This design comes from an exercise in tuning for small area, a short achievable clock period and few clock cycles on the open sky130 flow, not from production work.
Function was checked by simulation only, so behaviour that the tests miss may differ from the original.

**flow/run.sh**
```bash
#!/bin/bash
# synth_recipe.tcl (not shown) runs the flow's synth.tcl, then flattens the netlist and writes it again
# the make line also repeats each setting of config.mk as NAME=value (left out here)
make -C /OpenROAD-flow-scripts/flow DESIGN_CONFIG=/design/flow/config.mk WORK_HOME=/design/flow/orfs CLKGATE_MAP_FILE= SYNTH_SCRIPT=/design/flow/synth_recipe.tcl finish
```
**flow/config.mk**
```make
export PLATFORM = sky130hd
export DESIGN_NAME = screlu_output_dot_product_core
export DESIGN_NICKNAME = screlu_output_dot_product_core
export VERILOG_FILES = /design/flow/design.v
export SDC_FILE = /design/flow/constraint.sdc
export NUM_CORES = 4
export LEC_CHECK = 0
export CAP_MARGIN = 20
export CORE_MARGIN = 2
export CORE_UTILIZATION = 40
export SLEW_MARGIN = 20
```
**flow/constraint.sdc**
```tcl
create_clock -name core_clock -period 8.5 [get_ports {clk}]
set_input_delay 1.7000 -clock core_clock [delete_from_list [all_inputs] [get_ports {clk}]]
set_output_delay 1.7000 -clock core_clock [all_outputs]
set_load 0.01 [all_outputs]
```
**flow/design.v**
```verilog
package scrod_pkg;
    localparam int QA_LIMIT_DEF    = 255;
    localparam int QB_SCALE_DEF    = 64;
    localparam int OUT_SCALE_DEF   = 400;
    localparam int NUM_BUCKETS_DEF = 8;
    localparam int ACT_W    = 16;
    localparam int WGT_W    = 8;
    localparam int BKT_W    = 3;
    localparam int SUM_W    = 32;
    localparam int EVAL_W   = 32;
    localparam int CFG_IDX_W = 3;
    localparam int CFG_DAT_W = 32;
    localparam int QUEUE_DEPTH = 2;
    typedef struct packed {
        logic [SUM_W-1:0] sum;
        logic [BKT_W-1:0] bucket;
    } job_t;
    typedef enum logic [2:0] {
        ST_IDLE,
        ST_DIV1,
        ST_MUL,
        ST_START2,
        ST_DIV2,
        ST_PUT
    } back_state_t;
endpackage
module scrod_div #(
    parameter int NUM_W   = scrod_pkg::SUM_W,
    parameter int DIVISOR = scrod_pkg::QA_LIMIT_DEF
) (
    input  logic             clk,
    input  logic             rst_n,
    input  logic             start,
    input  logic [NUM_W-1:0] numer,
    output logic [NUM_W-1:0] quotient,
    output logic             done
);
    localparam int SH     = $clog2(DIVISOR);
    localparam int CH_W   = 16;
    localparam int STEPS  = (NUM_W + CH_W) / CH_W;
    localparam int MAG_W  = STEPS * CH_W;
    localparam int EXT_W  = NUM_W + SH + 1;
    localparam int PROD_W = NUM_W + MAG_W + SH;
    localparam int PART_W = NUM_W + CH_W;
    localparam int CNT_W  = (STEPS > 1) ? $clog2(STEPS) : 1;
    localparam logic [EXT_W-1:0] POW_EXT   = EXT_W'(1) << (NUM_W + SH);
    localparam logic [EXT_W-1:0] RECIP_EXT =
        (POW_EXT + EXT_W'(DIVISOR - 1)) / EXT_W'(DIVISOR);
    localparam logic [MAG_W-1:0] RECIP     = MAG_W'(RECIP_EXT);
    logic               busy_reg, busy_next;
    logic               done_reg, done_next;
    logic [CNT_W-1:0]   cnt_reg, cnt_next;
    logic [NUM_W-1:0]   num_reg, num_next;
    logic [MAG_W-1:0]   rcp_reg, rcp_next;
    logic [PROD_W-1:0]  acc_reg, acc_next;
    logic [PART_W-1:0]  partial;
    assign partial = PART_W'(num_reg) * PART_W'(rcp_reg[MAG_W-1 -: CH_W]);
    always_comb
    begin
        busy_next = busy_reg;
        done_next = 1'b0;
        cnt_next  = cnt_reg;
        num_next  = num_reg;
        rcp_next  = rcp_reg;
        acc_next  = acc_reg;
        if (start)
        begin
            busy_next = 1'b1;
            cnt_next  = CNT_W'(STEPS - 1);
            num_next  = numer;
            rcp_next  = RECIP;
            acc_next  = '0;
        end
        else if (busy_reg)
        begin
            acc_next = (acc_reg << CH_W) + PROD_W'(partial);
            rcp_next = rcp_reg << CH_W;
            cnt_next = cnt_reg - 1'b1;
            if (cnt_reg == '0)
            begin
                busy_next = 1'b0;
                done_next = 1'b1;
            end
        end
    end
    always_ff @(posedge clk or negedge rst_n)
    begin
        if (!rst_n)
        begin
            busy_reg <= 1'b0;
            done_reg <= 1'b0;
            cnt_reg  <= '0;
        end
        else
        begin
            busy_reg <= busy_next;
            done_reg <= done_next;
            cnt_reg  <= cnt_next;
        end
    end
    always_ff @(posedge clk)
    begin
        num_reg <= num_next;
        rcp_reg <= rcp_next;
        acc_reg <= acc_next;
    end
    assign quotient = acc_reg[NUM_W+SH +: NUM_W];
    assign done     = done_reg;
endmodule
module scrod_fifo #(
    parameter int DEPTH = scrod_pkg::QUEUE_DEPTH
) (
    input  logic            clk,
    input  logic            rst_n,
    input  logic            wr_en,
    input  scrod_pkg::job_t wr_data,
    output logic            full,
    input  logic            rd_en,
    output scrod_pkg::job_t rd_data,
    output logic            empty
);
    localparam int PTR_W = (DEPTH > 1) ? $clog2(DEPTH) : 1;
    localparam int CNT_W = $clog2(DEPTH + 1);
    localparam int JOB_W = scrod_pkg::SUM_W + scrod_pkg::BKT_W;
    logic [JOB_W-1:0] entry_reg [0:DEPTH-1];
    logic [PTR_W-1:0] wr_ptr_reg, wr_ptr_next;
    logic [PTR_W-1:0] rd_ptr_reg, rd_ptr_next;
    logic [CNT_W-1:0] count_reg, count_next;
    logic             do_wr;
    logic             do_rd;
    assign full    = (count_reg == CNT_W'(DEPTH));
    assign empty   = (count_reg == '0);
    assign do_wr   = wr_en && !full;
    assign do_rd   = rd_en && !empty;
    assign rd_data = entry_reg[rd_ptr_reg];
    always_comb
    begin
        wr_ptr_next = wr_ptr_reg;
        rd_ptr_next = rd_ptr_reg;
        count_next  = count_reg;
        if (do_wr)
            wr_ptr_next = (wr_ptr_reg == PTR_W'(DEPTH - 1)) ? '0 : wr_ptr_reg + 1'b1;
        if (do_rd)
            rd_ptr_next = (rd_ptr_reg == PTR_W'(DEPTH - 1)) ? '0 : rd_ptr_reg + 1'b1;
        if (do_wr && !do_rd)
            count_next = count_reg + 1'b1;
        else if (do_rd && !do_wr)
            count_next = count_reg - 1'b1;
    end
    always_ff @(posedge clk or negedge rst_n)
    begin
        if (!rst_n)
        begin
            wr_ptr_reg <= '0;
            rd_ptr_reg <= '0;
            count_reg  <= '0;
        end
        else
        begin
            wr_ptr_reg <= wr_ptr_next;
            rd_ptr_reg <= rd_ptr_next;
            count_reg  <= count_next;
        end
    end
    always_ff @(posedge clk)
    begin
        if (do_wr)
            entry_reg[wr_ptr_reg] <= wr_data;
    end
endmodule
module scrod_front #(
    parameter int QA_LIMIT = scrod_pkg::QA_LIMIT_DEF
) (
    input  logic                               clk,
    input  logic                               rst_n,
    input  logic                               push,
    output logic                               full,
    input  logic signed [scrod_pkg::ACT_W-1:0] activation,
    input  logic signed [scrod_pkg::WGT_W-1:0] weight,
    input  logic [scrod_pkg::BKT_W-1:0]        bucket,
    input  logic                               last,
    output logic                               q_push,
    output scrod_pkg::job_t                    q_data,
    input  logic                               q_full
);
    localparam int ACT_W = scrod_pkg::ACT_W;
    localparam int WGT_W = scrod_pkg::WGT_W;
    localparam int BKT_W = scrod_pkg::BKT_W;
    localparam int SUM_W = scrod_pkg::SUM_W;
    localparam int QA_W = $clog2(QA_LIMIT + 1);
    localparam int SQ_W = 2 * QA_W;
    logic               s1_valid_reg, s1_valid_next;
    logic [SQ_W-1:0]    s1_sq_reg;
    logic [WGT_W-1:0]   s1_wgt_reg;
    logic [BKT_W-1:0]   s1_bkt_reg;
    logic               s1_last_reg;
    logic [SUM_W-1:0]   sum_reg, sum_next;
    logic               accept;
    logic               s1_ready;
    logic               s1_fire;
    logic [QA_W-1:0]    clamped;
    logic [SQ_W-1:0]    square;
    logic [SUM_W-1:0]   product;
    logic [SUM_W-1:0]   sum_add;
    assign s1_ready = !(s1_valid_reg && s1_last_reg && q_full);
    assign full     = !s1_ready;
    assign accept   = push && s1_ready;
    assign s1_fire  = s1_valid_reg && s1_ready;
    always_comb
    begin
        if (activation[ACT_W-1])
            clamped = '0;
        else if ({1'b0, activation[ACT_W-2:0]} > ACT_W'(QA_LIMIT))
            clamped = QA_W'(QA_LIMIT);
        else
            clamped = activation[QA_W-1:0];
    end
    assign square = SQ_W'(clamped) * SQ_W'(clamped);
    assign product = SUM_W'(s1_sq_reg) * {{(SUM_W-WGT_W){s1_wgt_reg[WGT_W-1]}}, s1_wgt_reg};
    assign sum_add = sum_reg + product;
    assign q_push        = s1_fire && s1_last_reg;
    assign q_data.sum    = sum_add;
    assign q_data.bucket = s1_bkt_reg;
    always_comb
    begin
        s1_valid_next = s1_valid_reg;
        if (accept)
            s1_valid_next = 1'b1;
        else if (s1_ready)
            s1_valid_next = 1'b0;
        sum_next = sum_reg;
        if (s1_fire)
            sum_next = s1_last_reg ? '0 : sum_add;
    end
    always_ff @(posedge clk or negedge rst_n)
    begin
        if (!rst_n)
        begin
            s1_valid_reg <= 1'b0;
            sum_reg      <= '0;
        end
        else
        begin
            s1_valid_reg <= s1_valid_next;
            sum_reg      <= sum_next;
        end
    end
    always_ff @(posedge clk)
    begin
        if (accept)
        begin
            s1_sq_reg   <= square;
            s1_wgt_reg  <= weight;
            s1_bkt_reg  <= bucket;
            s1_last_reg <= last;
        end
    end
endmodule
module scrod_back #(
    parameter int QA_LIMIT    = scrod_pkg::QA_LIMIT_DEF,
    parameter int QB_SCALE    = scrod_pkg::QB_SCALE_DEF,
    parameter int OUT_SCALE   = scrod_pkg::OUT_SCALE_DEF,
    parameter int NUM_BUCKETS = scrod_pkg::NUM_BUCKETS_DEF
) (
    input  logic                                clk,
    input  logic                                rst_n,
    input  logic                                cfg_we,
    input  logic [scrod_pkg::CFG_IDX_W-1:0]     cfg_index,
    input  logic [scrod_pkg::CFG_DAT_W-1:0]     cfg_data,
    input  scrod_pkg::job_t                     q_data,
    input  logic                                q_empty,
    output logic                                q_pop,
    output logic                                empty,
    input  logic                                pop,
    output logic signed [scrod_pkg::EVAL_W-1:0] eval
);
    localparam int BKT_W = scrod_pkg::BKT_W;
    localparam int SUM_W = scrod_pkg::SUM_W;
    localparam int EVAL_W = scrod_pkg::EVAL_W;
    localparam int CFG_IDX_W = scrod_pkg::CFG_IDX_W;
    localparam int OS_W  = $clog2(OUT_SCALE + 1);
    localparam int NUM_W = SUM_W + OS_W;
    localparam int BK_W  = (NUM_BUCKETS > 1) ? $clog2(NUM_BUCKETS) : 1;
    localparam int TOT_W = SUM_W + 2;
    localparam int QAQB  = QA_LIMIT * QB_SCALE;
    localparam logic [NUM_W-1:0] POS_MAX  = NUM_W'(32'h7FFF_FFFF);
    localparam logic [NUM_W-1:0] NEG_MAX  = NUM_W'(32'h8000_0000);
    scrod_pkg::back_state_t        state_reg, state_next;
    logic [SUM_W-1:0]   bias_reg [NUM_BUCKETS];
    logic               neg_reg, neg_next;
    logic [BK_W-1:0]    bsel_reg, bsel_next;
    logic [TOT_W-1:0]   total_reg, total_next;
    logic [NUM_W-1:0]   prod_reg, prod_next;
    logic [EVAL_W-1:0]  ev_reg, ev_next;
    logic               out_valid_reg, out_valid_next;
    logic [EVAL_W-1:0]  eval_reg, eval_next;
    logic               div1_start;
    logic [SUM_W-1:0]   div1_quo;
    logic               div1_done;
    logic               div2_start;
    logic [NUM_W-1:0]   div2_quo;
    logic               div2_done;
    logic [SUM_W-1:0]   head_mag;
    logic [BK_W-1:0]    head_bsel;
    logic [TOT_W-1:0]   q_signed;
    logic [SUM_W-1:0]   bias_sel;
    logic [TOT_W-1:0]   total_calc;
    logic [SUM_W:0]     total_mag;
    logic [EVAL_W-1:0]  ev_sat;
    scrod_div #(
        .NUM_W   (SUM_W),
        .DIVISOR (QA_LIMIT)
    ) u_div_qa (
        .clk      (clk),
        .rst_n    (rst_n),
        .start    (div1_start),
        .numer    (head_mag),
        .quotient (div1_quo),
        .done     (div1_done)
    );
    scrod_div #(
        .NUM_W   (NUM_W),
        .DIVISOR (QAQB)
    ) u_div_qaqb (
        .clk      (clk),
        .rst_n    (rst_n),
        .start    (div2_start),
        .numer    (prod_reg),
        .quotient (div2_quo),
        .done     (div2_done)
    );
    assign head_mag  = q_data.sum[SUM_W-1] ? (SUM_W'(0) - q_data.sum) : q_data.sum;
    assign head_bsel = ({1'b0, q_data.bucket} >= (BKT_W+1)'(NUM_BUCKETS))
                       ? BK_W'(NUM_BUCKETS - 1) : BK_W'(q_data.bucket);
    assign q_signed   = neg_reg ? (TOT_W'(0) - TOT_W'(div1_quo))
                                : TOT_W'(div1_quo);
    assign bias_sel   = bias_reg[bsel_reg];
    assign total_calc = q_signed + {{(TOT_W-SUM_W){bias_sel[SUM_W-1]}}, bias_sel};
    assign total_mag  = total_reg[TOT_W-1] ? (SUM_W+1)'(TOT_W'(0) - total_reg)
                                           : total_reg[SUM_W:0];
    always_comb
    begin
        if (neg_reg)
            ev_sat = (div2_quo > NEG_MAX) ? EVAL_W'(32'h8000_0000)
                                          : (EVAL_W'(0) - div2_quo[EVAL_W-1:0]);
        else
            ev_sat = (div2_quo > POS_MAX) ? EVAL_W'(32'h7FFF_FFFF) : div2_quo[EVAL_W-1:0];
    end
    always_comb
    begin
        state_next     = state_reg;
        neg_next       = neg_reg;
        bsel_next      = bsel_reg;
        total_next     = total_reg;
        prod_next      = prod_reg;
        ev_next        = ev_reg;
        out_valid_next = out_valid_reg && !pop;
        eval_next      = eval_reg;
        div1_start     = 1'b0;
        div2_start     = 1'b0;
        q_pop          = 1'b0;
        unique case (state_reg)
            scrod_pkg::ST_IDLE:
            begin
                if (!q_empty)
                begin
                    q_pop      = 1'b1;
                    neg_next   = q_data.sum[SUM_W-1];
                    bsel_next  = head_bsel;
                    div1_start = 1'b1;
                    state_next = scrod_pkg::ST_DIV1;
                end
            end
            scrod_pkg::ST_DIV1:
            begin
                if (div1_done)
                begin
                    total_next = total_calc;
                    state_next = scrod_pkg::ST_MUL;
                end
            end
            scrod_pkg::ST_MUL:
            begin
                neg_next   = total_reg[TOT_W-1];
                prod_next  = NUM_W'(total_mag) * NUM_W'(OUT_SCALE);
                state_next = scrod_pkg::ST_START2;
            end
            scrod_pkg::ST_START2:
            begin
                div2_start = 1'b1;
                state_next = scrod_pkg::ST_DIV2;
            end
            scrod_pkg::ST_DIV2:
            begin
                if (div2_done)
                begin
                    ev_next    = ev_sat;
                    state_next = scrod_pkg::ST_PUT;
                end
            end
            scrod_pkg::ST_PUT:
            begin
                if (!out_valid_reg || pop)
                begin
                    out_valid_next = 1'b1;
                    eval_next      = ev_reg;
                    state_next     = scrod_pkg::ST_IDLE;
                end
            end
            default:
            begin
                state_next = scrod_pkg::ST_IDLE;
            end
        endcase
    end
    always_ff @(posedge clk or negedge rst_n)
    begin
        if (!rst_n)
        begin
            state_reg     <= scrod_pkg::ST_IDLE;
            out_valid_reg <= 1'b0;
            for (int i = 0; i < NUM_BUCKETS; i++)
                bias_reg[i] <= '0;
        end
        else
        begin
            state_reg     <= state_next;
            out_valid_reg <= out_valid_next;
            if (cfg_we && ({1'b0, cfg_index} < (CFG_IDX_W+1)'(NUM_BUCKETS)))
                bias_reg[cfg_index[BK_W-1:0]] <= cfg_data;
        end
    end
    always_ff @(posedge clk)
    begin
        neg_reg   <= neg_next;
        bsel_reg  <= bsel_next;
        total_reg <= total_next;
        prod_reg  <= prod_next;
        ev_reg    <= ev_next;
        eval_reg  <= eval_next;
    end
    assign empty = !out_valid_reg;
    assign eval  = eval_reg;
endmodule
module screlu_output_dot_product_core #(
    parameter int QA_LIMIT    = scrod_pkg::QA_LIMIT_DEF,
    parameter int QB_SCALE    = scrod_pkg::QB_SCALE_DEF,
    parameter int OUT_SCALE   = scrod_pkg::OUT_SCALE_DEF,
    parameter int NUM_BUCKETS = scrod_pkg::NUM_BUCKETS_DEF
) (
    input  logic                                clk,
    input  logic                                rst_n,
    input  logic                                push,
    output logic                                full,
    input  logic signed [scrod_pkg::ACT_W-1:0]  activation,
    input  logic signed [scrod_pkg::WGT_W-1:0]  weight,
    input  logic [scrod_pkg::BKT_W-1:0]         bucket,
    input  logic                                last,
    output logic                                empty,
    input  logic                                pop,
    output logic signed [scrod_pkg::EVAL_W-1:0] eval,
    input  logic                                cfg_we,
    input  logic [scrod_pkg::CFG_IDX_W-1:0]     cfg_index,
    input  logic [scrod_pkg::CFG_DAT_W-1:0]     cfg_data
);
    localparam int QUEUE_DEPTH = scrod_pkg::QUEUE_DEPTH;
    logic q_push;
    logic q_full;
    logic q_pop;
    logic q_empty;
    scrod_pkg::job_t q_in;
    scrod_pkg::job_t q_out;
    scrod_front #(
        .QA_LIMIT (QA_LIMIT)
    ) u_front (
        .clk        (clk),
        .rst_n      (rst_n),
        .push       (push),
        .full       (full),
        .activation (activation),
        .weight     (weight),
        .bucket     (bucket),
        .last       (last),
        .q_push     (q_push),
        .q_data     (q_in),
        .q_full     (q_full)
    );
    scrod_fifo #(
        .DEPTH (QUEUE_DEPTH)
    ) u_fifo (
        .clk     (clk),
        .rst_n   (rst_n),
        .wr_en   (q_push),
        .wr_data (q_in),
        .full    (q_full),
        .rd_en   (q_pop),
        .rd_data (q_out),
        .empty   (q_empty)
    );
    scrod_back #(
        .QA_LIMIT    (QA_LIMIT),
        .QB_SCALE    (QB_SCALE),
        .OUT_SCALE   (OUT_SCALE),
        .NUM_BUCKETS (NUM_BUCKETS)
    ) u_back (
        .clk       (clk),
        .rst_n     (rst_n),
        .cfg_we    (cfg_we),
        .cfg_index (cfg_index),
        .cfg_data  (cfg_data),
        .q_data    (q_out),
        .q_empty   (q_empty),
        .q_pop     (q_pop),
        .empty     (empty),
        .pop       (pop),
        .eval      (eval)
    );
endmodule
```
==> results.cfg <==
[finish]
n_fill_cell = 13200
finalNetCount = 6496
utilization_pct = 44.7
final_area_sq_um = 62400
seqCellArea_sq_um = 20300
area_growth_pct = 10.6
drive_gt1_share_pct = 9.36
largest_reg_flops = 256
instances_no_fill = 7625
multi_input_area_sq_um = 33100

[grt]
use_met3_pct = 2.23
grt_max_degree = 176
grt_pass1_wl_um = 216000
gr-usage-met2_pct = 31.9
grt_overflow_total = 0
busiest_layer = met2
met1_usage_pct = 23.6
grt_pass1_vias = 40500
antenna_found_initial = 2
track_usage_pct = 18.2

[synth]
syn_nets = 6490
ys_seq_elements = 784
postSynthCellCount = 5665
syn_area_per_cell_sq_um = 9.96
seq_area_frac_synth_pct = 35.9
synth.distinct_cells = 102
async_flop_share_pct = 38.9
ys.flop_type = edfxtp_1
syn_area_sq_um = 56400
synth-edff-count = 305
yosys_warnings = 6

[timing]
fin_skew_ns = 0.0283
slew_viol_final = 0
finalSetupViolations = 0
min_period_ns = 7.70
relSlewSlack_pct = 27.1
tightest_slew_ns = 1.09
tns_ns = 0
fin_ws_ns = 0.801
fmax_ghz = 0.130
rsz0062_at_grt = no
period_share_pct = 90.6
hold_viol = 0
fin_hold_ws_ns = 0.416

[floorplan]
boundaryPins = 102
core-area_sq_um = 140000
rows = 137
initial_core_util_pct = 40.4
die_w_um = 380
dieArea_sq_um = 144000
die_height_um = 380

[clock_network]
cts_setup_buffers = 0
clock_path_buffers = 3
clock_latency_ns = 0.70
cts_tree = done
numCtsBuffers = 88
cts_root_buf = clkbuf_16
clk_pin_slew_worst_paths_ns = 0.06
numClockSinks = 784
htree_levels = 3

[place]
numPortBuffers = 101
place_area_sq_um = 59300
place_inst = 7457
dp_hpwl_um = 97000
pre_cts_slack_ns = 0.778
finalWeightedCongestion = 0.856

[flow_run]
maxCapViolCount = 0

[setup_path]
cpMaxStageDelayCell = edfxtp_1
worst-r2r-setup-slack_ns = 0.80
critPathLaunchType = flip-flop
arrival_ns = 8.27
end_kind = flip-flop
rr_worst_depth = 28
crit_top_cell = a21oi_1
cp.required_ns = 9.07
cpPeakStageDelay_ns = 0.59
crit_path_max_fanout = 15
crit_type = reg -> reg

[status]
outcome = no timing/DRC/antenna violations

[routing]
drc = 0
drt_iter0_markers = 2311
viasPerCell = 5.24
ant_nets = 0
dr.pass1.iters = 6
vias = 39900
routed_wl_um = 131000
wl_per_cell_um = 17.2

[min_path]
hp-class = reg -> reg
holdPathStages = 0
==> cell families (layout without fill, tap and decap cells) <==
group / Yosys count / count (layout) / synth area share [%]
other: 0 / 2 / 0
buffers and inverters: 822 / 904 / 5.54
flip-flops: 784 / 784 / 35.9
XOR/XNOR: 387 / 387 / 6.01
adder cells (fa/ha/maj): 757 / 757 / 19.5
AND/OR/NAND/NOR: 1433 / 1433 / 12.8
AO/OA/AOI/OAI: 1085 / 1085 / 12.2
multiplexers: 397 / 397 / 8.06
==> cell usage after synthesis (24+ instances only) <==
cell        n  area share, %
inv_1     590            3.9
ha_1      551             12
nor2_1    370            2.5
a21oi_1   343            3.0
nand2_1   330            2.2
dfrtp_1   305             14
edfxtp_1  305             16
mux2_2    257            5.1
and2_1    255            2.8
xnor2_1   254            3.9
o21ai_0   251            2.2
fa_1      206            7.3
clkbuf_1  187            1.2
dfxtp_1   174            6.2
xor2_1    133            2.1
a21o_1    127            1.7
mux2i_1   120            2.1
nand3_1    95           0.84
nor3_1     65           0.58
nand2b_1   55           0.61
a211oi_1   51           0.68
nand4_1    49           0.54
and3_1     48           0.53
a22o_1     34           0.53
o21a_1     33           0.44
or3_1      29           0.32
nor2b_1    28           0.31
buf_1      24           0.16
==> what timing repair did <==
item	4_1_cts	5_1_grt
endpoints found under the hold margin	0	0
hold buffers	0	0
resized for setup	0	1
endpoints found under the setup margin	0	1
==> metal layers <==
metal	vias to the layer above	wire [um]
met4	0	3280
met5	-	0
li1	19700	-
met3	181	4400
met1	19400	59400
met2	638	64300
==> layout by cell type, fill, tap and decap left out, types with 17 or more instances in the layout <==
master / netlist / layout
nand4_1: 49 / 49
nand3_1: 95 / 95
a21oi_1: 343 / 343
edfxtp_1: 305 / 305
and2_1: 255 / 255
mux2i_1: 120 / 120
o21ai_0: 251 / 251
buf_4: 2 / 44
or3_1: 29 / 28
mux4_2: 20 / 20
xor2_1: 133 / 133
a22o_1: 34 / 34
nor2b_1: 28 / 28
clkdlybuf4s50_1: 0 / 100
a31oi_1: 20 / 20
o22ai_1: 22 / 22
inv_1: 590 / 589
ha_1: 551 / 551
dfrtp_1: 305 / 302
a21o_1: 127 / 127
mux2_2: 257 / 257
clkbuf_1: 187 / 17
and3_1: 48 / 48
dfxtp_1: 174 / 173
a211oi_1: 51 / 51
nor3_1: 65 / 60
xnor2_1: 254 / 254
o21bai_1: 23 / 23
nand2b_1: 55 / 55
nor2_1: 370 / 369
o31ai_1: 21 / 21
nand2_1: 330 / 330
nor4_1: 22 / 22
fa_1: 206 / 206
clkbuf_16: 0 / 89
o21a_1: 33 / 33
==> critical path, delay by kind of cell, from the launching register on <==
kind / cells / cell delay, ns
AOI/OAI and AO/OA: 15 / 2.99
adders and majority gates: 6 / 2.75
and+or+nand+nor: 3 / 0.80
DFF: 1 / 0.59
xor gates and xnor gates: 2 / 0.36
buffers and inverters: 2 / 0.10
==> worst paths after layout <==
check / from / end
min in group asynchronous: rst_n / u_back.bias_reg[4][13]
hold / removal: u_back.ev_reg[12] / u_back.eval_reg[12]
setup reg to reg: u_front.s1_wgt_reg[6] / u_front.sum_reg[31]
hold reg to reg: u_back.ev_reg[12] / u_back.eval_reg[12]
max in group asynchronous: rst_n / u_back.u_div_qaqb.busy_reg
setup / recovery: u_front.s1_wgt_reg[6] / u_front.sum_reg[31]
==> layout make-up <==
| class | count | share of cell area [%] |
|---|---|---|
| Clock inverter | 52 | 1.09 |
| Multi-Input combinational cell | 4059 | 53.0 |
| Timing Repair Buffer | 146 | 2.19 |
| Clock buffer | 114 | 3.85 |
| Tap cell | 1876 | 3.76 |
| Antenna cell | 2 | 0.00802 |
| Sequential cell | 784 | 32.5 |
| Inverter | 592 | 3.56 |
Testbench counts, summed over its fixed seeds: cycles 46,205.

==> port drivers added, routing unchanged <==
How much do the figures lean on ideal ports? The routed layout below was timed once more, with nothing changed but the port constraints.
Step 1 assumes that a clkbuf_16 drives the clock port and a buf_2 every other input.
Step 2 times the ports against the registers' clock, not the clock port: input delays grow and output delays shrink by t, the midpoint of the rising clock arrivals with the driver on.
Three values: ideal ports, drivers, drivers and shift; two values: the first two.
shift t [ns]: 0.760
slack for setup (ns): 0.801 / 0.801 / 0.801
worst data-port slew with drivers (ns): 0.10
After both steps this run still meets setup and hold. The setup slack of this run moves by 0.000 ns with the drivers and by 0.000 ns with both steps.
